This is an optimization exercise on Yosys and OpenROAD, whose aim is small area, a short achievable clock period and few clock cycles per item, not a production implementation. Only simulation tests tie the RTL to the original design; equivalence was not proved. No activity file was given, so power comes from the tool's default toggle rates.

// circle_mask_rect_generator_unit
module circle_mask_rect_generator_unit (
  input  logic         clk,
  input  logic         rst_n,
  input  logic         in_valid,
  output logic         in_ready,
  input  logic [7:0]   in_row,
  output logic         out_valid,
  input  logic         out_ready,
  output logic [8:0]   out_x_left,
  output logic [7:0]   out_y_top,
  output logic [8:0]   out_x_right,
  output logic [7:0]   out_y_bottom,
  output logic         out_last_of_batch,
  input  logic         cfg_valid,
  output logic         cfg_ready,
  input  logic [1:0]   cfg_index,
  input  logic [13:0]  cfg_data
);
Size: roughly 310 flip-flops, about 67 I/O pins, about 23000 µm² of cells after synthesis.
==> flow/config.mk <==
export PLATFORM = sky130hd
export DESIGN_NAME = circle_mask_rect_generator_unit
export DESIGN_NICKNAME = circle_mask_rect_generator_unit
export VERILOG_FILES = /design/flow/design.v
export SDC_FILE = /design/flow/constraint.sdc
export NUM_CORES = 4
export LEC_CHECK = 0
export CAP_MARGIN = 20
export CORE_MARGIN = 2
export CORE_UTILIZATION = 55
export SETUP_SLACK_MARGIN = 3.5
export SLEW_MARGIN = 20
==> flow/constraint.sdc <==
create_clock -name core_clock -period 8.0 [get_ports {clk}]
set_input_delay 1.6000 -clock core_clock [delete_from_list [all_inputs] [get_ports {clk}]]
set_output_delay 1.6000 -clock core_clock [all_outputs]
set_load 0.01 [all_outputs]
run.sh (not shown) runs the stock make flow with config.mk's settings and CLKGATE_MAP_FILE= SYNTH_SCRIPT=/design/flow/synth_recipe.tcl, a recipe that flattens the netlist after the stock synthesis.
The starting point produced a clean layout.
Testbench counts at the start, summed over its fixed seeds: cycles 18,297, rows 11,528.
Rerun with:
Settings changed: CORE_UTILIZATION 55 to 40, SETUP_SLACK_MARGIN 3.5 to 4.0.
Critical path depth stays the same.
Power drops by 1.4%.
Synthesized cell count does not change.
Wire length hardly moves.
Clock-buffer cell count climbs by 5.
Rerun with:
Settings changed: SETUP_SLACK_MARGIN 4.0 to unset.
Via count shrinks by about 4%.
Power hardly moves.
Combinational power shrinks by about 20%.
Synthesized area stays the same.
Die area stays the same.
Cell area shrinks by 9.1%.
Worst setup slack got worse by 1.4 ns.
Global-route usage shrinks by 0.81 points.
First-iteration DRC count grows by about 13%.
Sequential power is about the same.
Rerun with:
Settings changed: ABC_AREA set to 1, SETUP_SLACK_MARGIN set to 3.5.
After rerunning:
- The changed run passed the timing, DRC and antenna checks
- clock skew came out lower by 0.018 ns
- cell area came out higher by 4.4%
- hold slack got worse by 0.023 ns
Rerun with:
Settings changed: ABC_AREA 1 to unset, SETUP_SLACK_MARGIN 3.5 to 3.0.
The new run went through all stages and came out clean.
Hold slack gets better by 0.042 ns.
First-iteration DRC count falls by 0.32%.
Die area rose by 1.2%.
Cell count came out lower by 13%.
Setup slack degrades by 0.29 ns.
Wire length rises by 4.1%.
Cell area came out lower by 0.31%.
Total power decreases by 7.1%.
Sequential share of layout area barely changes.
Non-clock buffer count is lower by 18.
Register-to-register slack loses 0.27 ns.

Starting RTL as in the previous note.
Settings: LEC_CHECK=0, CAP_MARGIN=20, CORE_MARGIN=2, CORE_UTILIZATION=40, SETUP_SLACK_MARGIN=4.5, SLEW_MARGIN=20; clock period 8.0 ns.
Testbench counts at the start, summed over its fixed seeds: cycles 18,297, rows 11,528.
Edit:
--- a/flow/config.mk
+++ b/flow/config.mk
@@ -11 +11 @@
-export SETUP_SLACK_MARGIN = 4.5
+export SETUP_SLACK_MARGIN = 2.5
Effect: Non-clock buffer count is lower by 158. Worst setup slack got worse by 0.43 ns. Via count is lower by 4.3%. Wire length is lower by 6.9%.
Edit:
--- a/flow/config.mk
+++ b/flow/config.mk
@@ -7,0 +8 @@
+export ABC_AREA = 1
@@ -11 +12 @@
-export SETUP_SLACK_MARGIN = 2.5
+export SETUP_SLACK_MARGIN = 3.25
=>
- The new run finished with timing, DRC and antenna clean
- fmax grows by roughly a tenth
- hold slack got worse by 0.032 ns
- worst setup slack is better by 0.53 ns
- total power came out higher by roughly a tenth
- final area is higher slightly
Edit:
--- a/flow/config.mk
+++ b/flow/config.mk
@@ -8 +7,0 @@
-export ABC_AREA = 1
@@ -12 +11,3 @@
-export SETUP_SLACK_MARGIN = 3.25
+export CTS_BUF_LIST = sky130_fd_sc_hd__clkbuf_4 sky130_fd_sc_hd__clkbuf_8
+export CTS_CLUSTER_SIZE = 30
+export SETUP_SLACK_MARGIN = 3.5
- flip-flop and latch count is unchanged
- design area goes up by 4.0%
- via count drops by 2.1%
- power went down by 8.1%
- global-route usage rose by 0.73 points
- first-iteration DRC count goes up by 4.0%
Edit:
--- a/flow/config.mk
+++ b/flow/config.mk
@@ -11,2 +10,0 @@
-export CTS_BUF_LIST = sky130_fd_sc_hd__clkbuf_4 sky130_fd_sc_hd__clkbuf_8
-export CTS_CLUSTER_SIZE = 30
@@ -14,0 +13 @@
+export TNS_END_PERCENT = 20
Final cell count drops by 1.7%.
Total power climbs by 0.90%.
Clock power rises by about 3%.
First-iteration DRC count falls by 4.1%.
Edit:
--- a/flow/config.mk
+++ b/flow/config.mk
@@ -13 +12,0 @@
-export TNS_END_PERCENT = 20
Final area barely changes. Power rises by 0.84%. Synthesized area stays the same. First-iteration DRC count rises by 8.2%. Wire length rises by 1.8%. Hold slack improved by 0.012 ns. Cell count stays flat.

Setup of run A:
circle_mask_rect_generator_unit again, from the RTL that the note above started with.
export LEC_CHECK = 0
export ABC_AREA = 1
export CAP_MARGIN = 20
export CORE_MARGIN = 2
export CORE_UTILIZATION = 40
export SETUP_SLACK_MARGIN = 3.0
export SLEW_MARGIN = 20
create_clock -name core_clock -period 8.0 [get_ports {clk}]
Testbench counts of run A, summed over its fixed seeds: cycles 18,297, rows 11,528.
Modified inputs, run B compared to run A
- CTS_CLUSTER_DIAMETER: unset -> 100
- SETUP_SLACK_MARGIN: 3.0 -> 3.5
- CTS_CLUSTER_SIZE: unset -> 40
- ABC_AREA: 1 -> unset
==> comparison <==
From run A to run B the numbers moved as follows: relative max-transition margin went up, fmax went down, number of stages on the worst setup path went up.
Inputs modified between run B and run C:
- CTS_CLUSTER_DIAMETER removed (was 100)
- CAP_MARGIN changed from 20 to 5
- SLEW_MARGIN changed from 20 to 5
- ABC_AREA newly set to 1
- CTS_CLUSTER_SIZE removed (was 40)
Findings:
- On post-synthesis share of cell area spent on full adders, half adders and majority gates, run B and run C are basically level.
- Final instance area delta (run C − run B): unfavourable
- The clock skew of run C is lower than that of run B.
- Looking at number of clock-tree buffers in the layout, run C sits 30 above run B.
- Share of cell area taken by muxes after synthesis (run C over run B): decrease, 1.8 points
- Run C ends up with a die area that is about 1.2% lower than in run B.
- Post-route total power: run C > run B
- Summary — worst setup slack, run C relative to run B: higher, by 0.12 ns.
- NOTE average routed wire per standard cell run B->run C decreased by more than 10%
Modified inputs, run D compared to run C
- swapping 5 for 20 in CAP_MARGIN
- swapping 3.5 for 4.0 in SETUP_SLACK_MARGIN
- swapping 5 for 20 in SLEW_MARGIN
## What came out
Against run C, number of clock-tree buffers in the layout in run D fell slightly.
Compared with run C, in run D area used by sequential logic in the layout was more or less identical, total routing resource utilization after global routing went up by 0.66 points, clock latency reported for the late side of the worst-skew pair was more or less identical, setup slack went up by 0.11 ns.
Diff run C -> run D: area growth from synthesis to layout rose 5.5 points; smallest hold slack rose 0.024 ns.
The core of run D is more densely filled than that of run C.
Final cell area: run D above run C
Run D reports a lower data arrival time at the worst-slack endpoint than run C does.
Relative to run C, the final weighted congestion in routability-driven placement of run D is lower by about 2.3%.

[what the ideal ports hide]
In the flow no input, the clock included, has a driving cell. The finished layouts below were timed again as built, in two steps. Step 1 (the two cells are an assumption about what drives the block):
set clk [get_ports {clk}]
set_driving_cell -lib_cell sky130_fd_sc_hd__clkbuf_16 $clk
set_driving_cell -lib_cell sky130_fd_sc_hd__buf_2 [delete_from_list [all_inputs] $clk]
Step 2 also shifts input and output timing later by t, the mid clock arrival at the registers, as if the neighbouring blocks saw the same clock. a / b / c = ideal / step 1 / step 2; a / b = the first two.
run	t (ns)	setup WS [ns]	worst data-port slew with drivers (ns)
the first run of note 1	0.611	2.994 / 3.000 / 2.389	0.06
the second run of note 1	0.615	3.088 / 3.092 / 2.478	0.05
the third run of note 1	0.611	1.736 / 1.769 / 1.157	0.07
the fourth run of note 1	0.637	3.376 / 3.377 / 2.780	0.05
the fifth run of note 1	0.612	3.086 / 3.065 / 2.480	0.06
the first run of note 2	0.619	3.158 / 3.158 / 2.545	0.06
the second run of note 2	0.615	2.729 / 2.714 / 2.166	0.07
the third run of note 2	0.635	3.255 / 3.221 / 2.686	0.05
the fourth run of note 2	0.700	3.154 / 3.154 / 2.624	0.04
the fifth run of note 2	0.617	3.092 / 3.077 / 2.460	0.07
the sixth run of note 2	0.627	3.162 / 3.167 / 2.541	0.05
run A	0.635	3.159 / 3.122 / 2.564	0.06
run B	0.608	3.133 / 3.133 / 2.600	0.05
run C	0.641	3.256 / 3.256 / 2.754	0.05
run D	0.637	3.367 / 3.317 / 2.768	0.05
After both steps every run listed still meets setup and hold. The setup slack of the fifth run of note 2, which loses most, moves by -0.015 ns with the drivers and by -0.632 ns with both steps.
